From an optimization exercise on the open Yosys and OpenROAD flow, aimed at small area; shortcuts taken in it are not production practice.
Only simulation tests tie the RTL to the original design; equivalence was not proved.
Power and IR drop assume default switching activity.

==> flow/design.v <==
package rob_pkg;
   localparam int ID_W   = 4;
   localparam int DATA_W = 64;
   localparam int RESP_W = 2;
   localparam int TAG_W  = 4;
   localparam int LEN_W  = 8;
   localparam logic [RESP_W-1:0] RESP_OKAY   = 2'b00;
   localparam logic [RESP_W-1:0] RESP_SLVERR = 2'b10;
   typedef struct packed {
      logic [ID_W-1:0]   id;
      logic [DATA_W-1:0] data;
      logic [RESP_W-1:0] resp;
      logic              last;
      logic [TAG_W-1:0]  tagid;
   } r_resp_t;
   typedef struct packed {
      logic             valid;
      logic [LEN_W-1:0] len;
      logic [TAG_W-1:0] tagid;
      logic [LEN_W-1:0] beat_cnt;
   } tag_entry_t;
endpackage
module fifo #(
   parameter int WIDTH = 8,
   parameter int DEPTH = 16
) (
   input  logic             clk,
   input  logic             rst_n,
   input  logic             wr_en,
   input  logic             rd_en,
   input  logic [WIDTH-1:0] din,
   output logic [WIDTH-1:0] dout,
   output logic             empty,
   output logic             full
);
   localparam int AW = $clog2(DEPTH);
   logic [WIDTH-1:0] r_mem [DEPTH];
   logic [AW:0]      r_wr_ptr;
   logic [AW:0]      r_rd_ptr;
   assign empty = (r_wr_ptr == r_rd_ptr);
   assign full  = (r_wr_ptr[AW-1:0] == r_rd_ptr[AW-1:0]) && (r_wr_ptr[AW] != r_rd_ptr[AW]);
   assign dout  = r_mem[r_rd_ptr[AW-1:0]];
   always_ff @(posedge clk or negedge rst_n) begin
      if (!rst_n) begin
         r_wr_ptr <= '0;
         r_rd_ptr <= '0;
      end else begin
         if (wr_en && !full)  r_wr_ptr <= r_wr_ptr + 1'b1;
         if (rd_en && !empty) r_rd_ptr <= r_rd_ptr + 1'b1;
      end
   end
   always_ff @(posedge clk) begin
      if (wr_en && !full) r_mem[r_wr_ptr[AW-1:0]] <= din;
   end
endmodule
module incoming_response_buffer #(
   parameter int ID_WIDTH   = 4,
   parameter int DATA_WIDTH = 64,
   parameter int RESP_WIDTH = 2,
   parameter int TAG_WIDTH  = 4,
   parameter int LEN_WIDTH  = 8,
   parameter int FIFO_DEPTH = 16
) (
   input  logic                  clk,
   input  logic                  rst,
   input  logic                  alloc_valid,
   output logic                  alloc_ready,
   input  logic [ID_WIDTH-1:0]   alloc_id,
   input  logic [LEN_WIDTH-1:0]  alloc_len,
   input  logic [TAG_WIDTH-1:0]  alloc_tagid,
   input  logic                  in_valid,
   output logic                  in_ready,
   input  logic [ID_WIDTH-1:0]   in_id,
   input  logic [DATA_WIDTH-1:0] in_data,
   input  logic [RESP_WIDTH-1:0] in_resp,
   input  logic                  in_last,
   output logic                  out_valid,
   input  logic                  out_ready,
   output logic [ID_WIDTH-1:0]   out_id,
   output logic [DATA_WIDTH-1:0] out_data,
   output logic [RESP_WIDTH-1:0] out_resp,
   output logic                  out_last,
   output logic [TAG_WIDTH-1:0]  out_tagid,
   input  logic                  err_clr,
   output logic                  err_unexp,
   output logic                  err_len,
   output logic [ID_WIDTH:0]     alloc_count
);
   localparam int N_IDS     = 2**ID_WIDTH;
   localparam int PAYLOAD_W = ID_WIDTH + DATA_WIDTH + RESP_WIDTH + 1 + TAG_WIDTH;
   logic                 r_tv   [N_IDS];
   logic [LEN_WIDTH-1:0] r_tlen [N_IDS];
   logic [TAG_WIDTH-1:0] r_ttag [N_IDS];
   logic [LEN_WIDTH-1:0] r_tcnt [N_IDS];
   logic [ID_WIDTH:0]   r_alloc_count;
   logic                r_err_unexp;
   logic                r_err_len;
   logic                r_out_valid;
   rob_pkg::r_resp_t             r_out;
   logic                 w_ent_valid;
   logic [LEN_WIDTH-1:0] w_ent_len;
   logic [TAG_WIDTH-1:0] w_ent_tagid;
   logic [LEN_WIDTH-1:0] w_ent_cnt;
   rob_pkg::r_resp_t             w_push;
   logic                w_in_fire, w_hit, w_unexp, w_at_len, w_free, w_len_err, w_alloc;
   logic                w_fifo_empty, w_fifo_full, w_pop;
   logic [PAYLOAD_W-1:0] w_fifo_dout;
   assign alloc_ready = !r_tv[alloc_id];
   assign w_alloc     = alloc_valid && alloc_ready;
   assign in_ready    = !w_fifo_full;
   assign w_in_fire   = in_valid && in_ready;
   assign w_ent_valid = r_tv[in_id];
   assign w_ent_len   = r_tlen[in_id];
   assign w_ent_tagid = r_ttag[in_id];
   assign w_ent_cnt   = r_tcnt[in_id];
   assign w_hit       = w_in_fire && w_ent_valid;
   assign w_unexp     = w_in_fire && !w_ent_valid;
   assign w_at_len    = (w_ent_cnt == w_ent_len);
   assign w_free      = w_hit && (in_last || w_at_len);
   assign w_len_err   = w_hit && (in_last != w_at_len);
   always_comb begin
      w_push       = '0;
      w_push.id    = in_id;
      w_push.data  = in_data;
      w_push.resp  = w_len_err ? rob_pkg::RESP_SLVERR : in_resp;
      w_push.last  = in_last || w_at_len;
      w_push.tagid = w_ent_tagid;
   end
   always_ff @(posedge clk or negedge rst) begin
      if (!rst) begin
         for (int i = 0; i < N_IDS; i++) begin
            r_tv[i]   <= 1'b0;
            r_tlen[i] <= '0;
            r_ttag[i] <= '0;
            r_tcnt[i] <= '0;
         end
         r_alloc_count <= '0;
      end else begin
         if (w_free)     r_tv[in_id]   <= 1'b0;
         else if (w_hit) r_tcnt[in_id] <= w_ent_cnt + 1'b1;
         if (w_alloc) begin
            r_tv[alloc_id]   <= 1'b1;
            r_tlen[alloc_id] <= alloc_len;
            r_ttag[alloc_id] <= alloc_tagid;
            r_tcnt[alloc_id] <= '0;
         end
         if (w_alloc && !w_free)      r_alloc_count <= r_alloc_count + 1'b1;
         else if (!w_alloc && w_free) r_alloc_count <= r_alloc_count - 1'b1;
      end
   end
   always_ff @(posedge clk or negedge rst) begin
      if (!rst) begin
         r_err_unexp <= 1'b0;
         r_err_len   <= 1'b0;
      end else begin
         r_err_unexp <= w_unexp   ? 1'b1 : (err_clr ? 1'b0 : r_err_unexp);
         r_err_len   <= w_len_err ? 1'b1 : (err_clr ? 1'b0 : r_err_len);
      end
   end
   fifo #(.WIDTH(PAYLOAD_W), .DEPTH(FIFO_DEPTH)) u_fifo (
      .clk   (clk),
      .rst_n (rst),
      .wr_en (w_hit),
      .rd_en (w_pop),
      .din   (w_push),
      .dout  (w_fifo_dout),
      .empty (w_fifo_empty),
      .full  (w_fifo_full)
   );
   assign w_pop = !w_fifo_empty && (!r_out_valid || out_ready);
   always_ff @(posedge clk or negedge rst) begin
      if (!rst)             r_out_valid <= 1'b0;
      else if (w_pop)       r_out_valid <= 1'b1;
      else if (out_ready)   r_out_valid <= 1'b0;
   end
   always_ff @(posedge clk) begin
      if (w_pop) r_out <= w_fifo_dout;
   end
   assign out_valid = r_out_valid;
   assign out_id    = r_out.id;
   assign out_data  = r_out.data;
   assign out_resp  = r_out.resp;
   assign out_last  = r_out.last;
   assign out_tagid = r_out.tagid;
   assign err_unexp   = r_err_unexp;
   assign err_len     = r_err_len;
   assign alloc_count = r_alloc_count;
endmodule
==> flow/run.sh <==
#!/bin/bash
# synth_recipe.tcl (not shown) runs the flow's synth.tcl, then flattens the netlist and writes it again
# the make line also repeats each setting of config.mk as NAME=value (left out here)
make -C /OpenROAD-flow-scripts/flow DESIGN_CONFIG=/design/flow/config.mk WORK_HOME=/design/flow/orfs CLKGATE_MAP_FILE= SYNTH_SCRIPT=/design/flow/synth_recipe.tcl finish
==> flow/config.mk <==
export PLATFORM = sky130hd
export DESIGN_NAME = incoming_response_buffer
export DESIGN_NICKNAME = incoming_response_buffer
export VERILOG_FILES = /design/flow/design.v
export SDC_FILE = /design/flow/constraint.sdc
export NUM_CORES = 4
export LEC_CHECK = 0
export CAP_MARGIN = 20
export CORE_MARGIN = 2
export CORE_UTILIZATION = 40
export SLEW_MARGIN = 20
==> flow/constraint.sdc <==
create_clock -name core_clock -period 6.0 [get_ports {clk}]
set_input_delay 1.2000 -clock core_clock [delete_from_list [all_inputs] [get_ports {clk}]]
set_output_delay 1.2000 -clock core_clock [all_outputs]
set_load 0.01 [all_outputs]
==> impl_metrics.env <==
export IMPL_outcome="timing/DRC/antenna clean"
export IMPL_synthToLayoutAreaGrowth_pct=16.1
export IMPL_synth_flop_cell="edfxtp_1"
export IMPL_antenna_found_initial=11
export IMPL_clkTransAtPathRegs_ns=0.06
export IMPL_fin_skew_ns=0.0352
export IMPL_drive_gt1_frac=0.287
export IMPL_cts_buffer_depth=3
export IMPL_fin_crit_ns=5.00
export IMPL_io_pins=178
export IMPL_grt_pass1_wl_um=236000
export IMPL_synth_distinct_cells=77
export IMPL_grt_overflow_total=0
export IMPL_utilization=0.467
export IMPL_dr_wl_met2_um=78500
export IMPL_crit_path_end_kind="flop"
export IMPL_worst_setup_path_start_kind="input port"
export IMPL_wirelength_um=160000
export IMPL_num_rows=147
export IMPL_portBuffers=177
export IMPL_grt_pass1_vias=33900
export IMPL_post_cts_resized=0
export IMPL_timing_final_crit_share=0.834
export IMPL_final_antenna_net_count=0
export IMPL_drc=0
export IMPL_worst_pin_slew_ns=1.00
export IMPL_ys_ff_latch=1629
export IMPL_finalHoldViolCount=0
export IMPL_clock_sinks=1629
export IMPL_fmax_ghz=0.200
export IMPL_highest_layer="met5"
export IMPL_vdd_drop_max_v=0.000404
export IMPL_avgViaCountPerCell=5.61
export IMPL_die_h_um=406
export IMPL_core_area_um2=160000
export IMPL_grt_max_degree=109
export IMPL_final_area_um2=74900
export IMPL_netlist_instances=3286
export IMPL_route_met3_wl_um=9130
export IMPL_gp_congestion=0.925
export IMPL_seq_area_frac_synth=0.731
export IMPL_cts_hold_buf=0
export IMPL_drtIter0Drc=3250
export IMPL_placed_area_um2=69600
export IMPL_rsz0062_at_grt="false"
export IMPL_wire_per_inst_um=27.3
export IMPL_cts_tree="built"
export IMPL_setup_violations=0
export IMPL_vias=32800
export IMPL_worstPathArrival_ns=5.69
export IMPL_drv_cap=0
export IMPL_grt_usage=0.196
export IMPL_p_total_mw=32.4
export IMPL_path_max_fanout=34
export IMPL_cts_setup_buffers=0
export IMPL_relSlewSlack=0.334
export IMPL_ys_async_sr_fraction=0.217
export IMPL_synth_fp_nets=3391
export IMPL_powerDensity_nw_per_um2=432
export IMPL_fp_dieW_um=406
export IMPL_p_leak_nw=25.2
export IMPL_htreeDepth=4
export IMPL_rr_worst_depth=8
export IMPL_critPathKind="in -> reg"
export IMPL_min_path_type="in -> async"
export IMPL_numCtsBuffers=168
export IMPL_final_instance_count_excl_fill=5856
export IMPL_yosysWarnings=6
export IMPL_syn_area_per_cell_um2=19.6
export IMPL_layout_nets=3657
export IMPL_start_util=0.402
export IMPL_synth_area_um2=64500
export IMPL_clkLatencyLatePin_ns=0.81
export IMPL_fillers=13400
export IMPL_hpwl_um=90600
export IMPL_dieArea_um2=165000
export IMPL_dr_pass1_iters=5
export IMPL_synth_edf_count=1275
export IMPL_wl_met1_um=68400
export IMPL_crit_required_ns=6.69
export IMPL_dp_cells=5542
export IMPL_drv_slew=0
export IMPL_root_buffer="clkbuf_16"
## critical path, cell delays in order
cell     delay (ns)
buf_2          0.40
buf_4          0.42
mux2_2         0.38
a22oi_1        0.21
nand2_1        0.09
o32a_1         0.42
xnor2_1        0.16
nor4_1         0.25
nand4_1        0.18
ha_1           0.21
inv_1          0.18
nand2_1        0.16
ha_1           0.28
inv_1          0.14
ha_1           0.29
a21o_1         0.19
a21oi_1        0.16
xnor2_1        0.14
nor2_1         0.06
xor2_1         0.15
## final timing paths
kind,start,end,slack [ns]
max in group asynchronous,rst,u_fifo.r_rd_ptr[0],4.22
worst max-delay path,in_id[2],r_alloc_count[4],1.0
worst min register to register,r_alloc_count[4],r_alloc_count[4],0.47
worst max register to register,u_fifo.r_rd_ptr[1],u_fifo.r_mem[1][18],1.74
min in group core_clock,r_alloc_count[4],r_alloc_count[4],0.47
worst min-delay path,rst,r_tlen[8][0],0.42
## per-layer routing
layer / vias to the layer above / global-route usage
met4: 10 / 0.0601
met1: 17700 / 0.270
met5: - / 0
met3: 254 / 0.0353
li1: 13900 / -
met2: 998 / 0.319
## power by group
| group | total [mW] | switching, mW | internal (mW) |
|---|---|---|---|
| logic | 7.66 | 3.66 | 4.00 |
| clock network | 10.0 | 4.41 | 5.59 |
| registers | 14.7 | 0.931 | 13.8 |
| total | 32.4 | 9.00 | 23.4 |
## registers in the layout (all words and copies together) (netlist names)
signal / count
r_out: 75
r_tv: 16
r_alloc_count: 5
r_tcnt: 128
r_ttag: 64
r_err_len: 1
u_fifo.r_mem: 1200
r_out_valid: 1
r_err_unexp: 1
r_tlen: 128
u_fifo.r_rd_ptr: 5
u_fifo.r_wr_ptr: 5
## synthesized netlist by cell type, drive strengths merged, types with 21 or more instances
library cell | count | share of area
buf | 101 | 0.0094
nand3 | 32 | 0.0025
dfrtp | 354 | 0.14
nand2 | 92 | 0.0054
clkbuf | 120 | 0.0070
mux4 | 378 | 0.13
a22oi | 65 | 0.0076
nor2 | 141 | 0.011
a211oi | 87 | 0.012
o21ai | 83 | 0.0064
edfxtp | 1275 | 0.59
a221oi | 21 | 0.0029
mux2 | 211 | 0.037
a21oi | 65 | 0.0051
## cell families (layout without fill, tap and decap cells)
family	count (synthesis)	count (layout)	share of synthesized area
fa+ha+maj	12	12	0.00244
compound gates	399	399	0.0434
buf+inv	240	646	0.0175
flops	1629	1629	0.731
other cells	0	4	0
xor+xnor	33	33	0.00506
simple gates	373	373	0.0305
mux	600	600	0.170
## area by class of cell
type,instances,area [um^2],share of cell area
diodes,4,10.0,0.000134
inverters,19,71.3,0.000952
repair buffers,317,3150,0.0420
flip-flops and latches,1629,47200,0.630
clock buffers,213,4430,0.0592
multi-input cells,1417,16500,0.221
clock inverters,97,853,0.0114
well taps,2160,2700,0.0361
## per-stage QoR
stage / setup slack (ns) / hold slack (ns) / setup TNS, ns
finish: 0.998 / 0.421 / 0
global route: 0.792 / 0.472 / 0
CTS: 1.14 / 0.411 / 0
detailed placement: 0.295 / 0.464 / 0
global placement: 0.247 / 0.464 / 0
floorplan: -0.377 / 0.459 / -275.75
## cell usage in the layout, fill, tap and decap left out, types with 27 or more instances in the layout
cell and count:
nand2_1 92, edfxtp_1 1275, o21ai_0 82, clkinv_1 43, mux4_2 378, buf_12 27
mux2_2 210, clkbuf_16 168, buf_4 114, nand3_1 32, clkbuf_1 39, clkinv_2 31
a21oi_1 63, nor2_1 101, a22oi_1 65, dfrtp_1 350, a211oi_1 68, clkdlybuf4s50_1 172

-- re-timing with driven ports --
The results above use ideal ports. As a check the final layout listed here was re-extracted and re-timed, cells and wires unchanged.
Step 1 sets driving cells, clkbuf_16 on the clock port and buf_2 on the other inputs (assumed; they add their load-dependent delay and slew).
Step 2, shift: input delay + t, output delay - t, t = (earliest + latest rising clock arrival at the registers) / 2. This alone moves slack from input paths to output paths.
a / b / c = ideal / step 1 / step 2; a / b = the first two.
t (ns): 0.871
setup slack, ns: 0.998 / 1.021 / 0.149
worst setup path after step 2: input to register
latest minus earliest clock arrival (ns): 0.038 / 0.039
worst register clock-pin slew, ns: 0.07 / 0.07
After both steps this run still meets setup and hold. For this run, drivers alone change the setup slack by +0.023 ns; drivers and shift together by -0.849 ns.
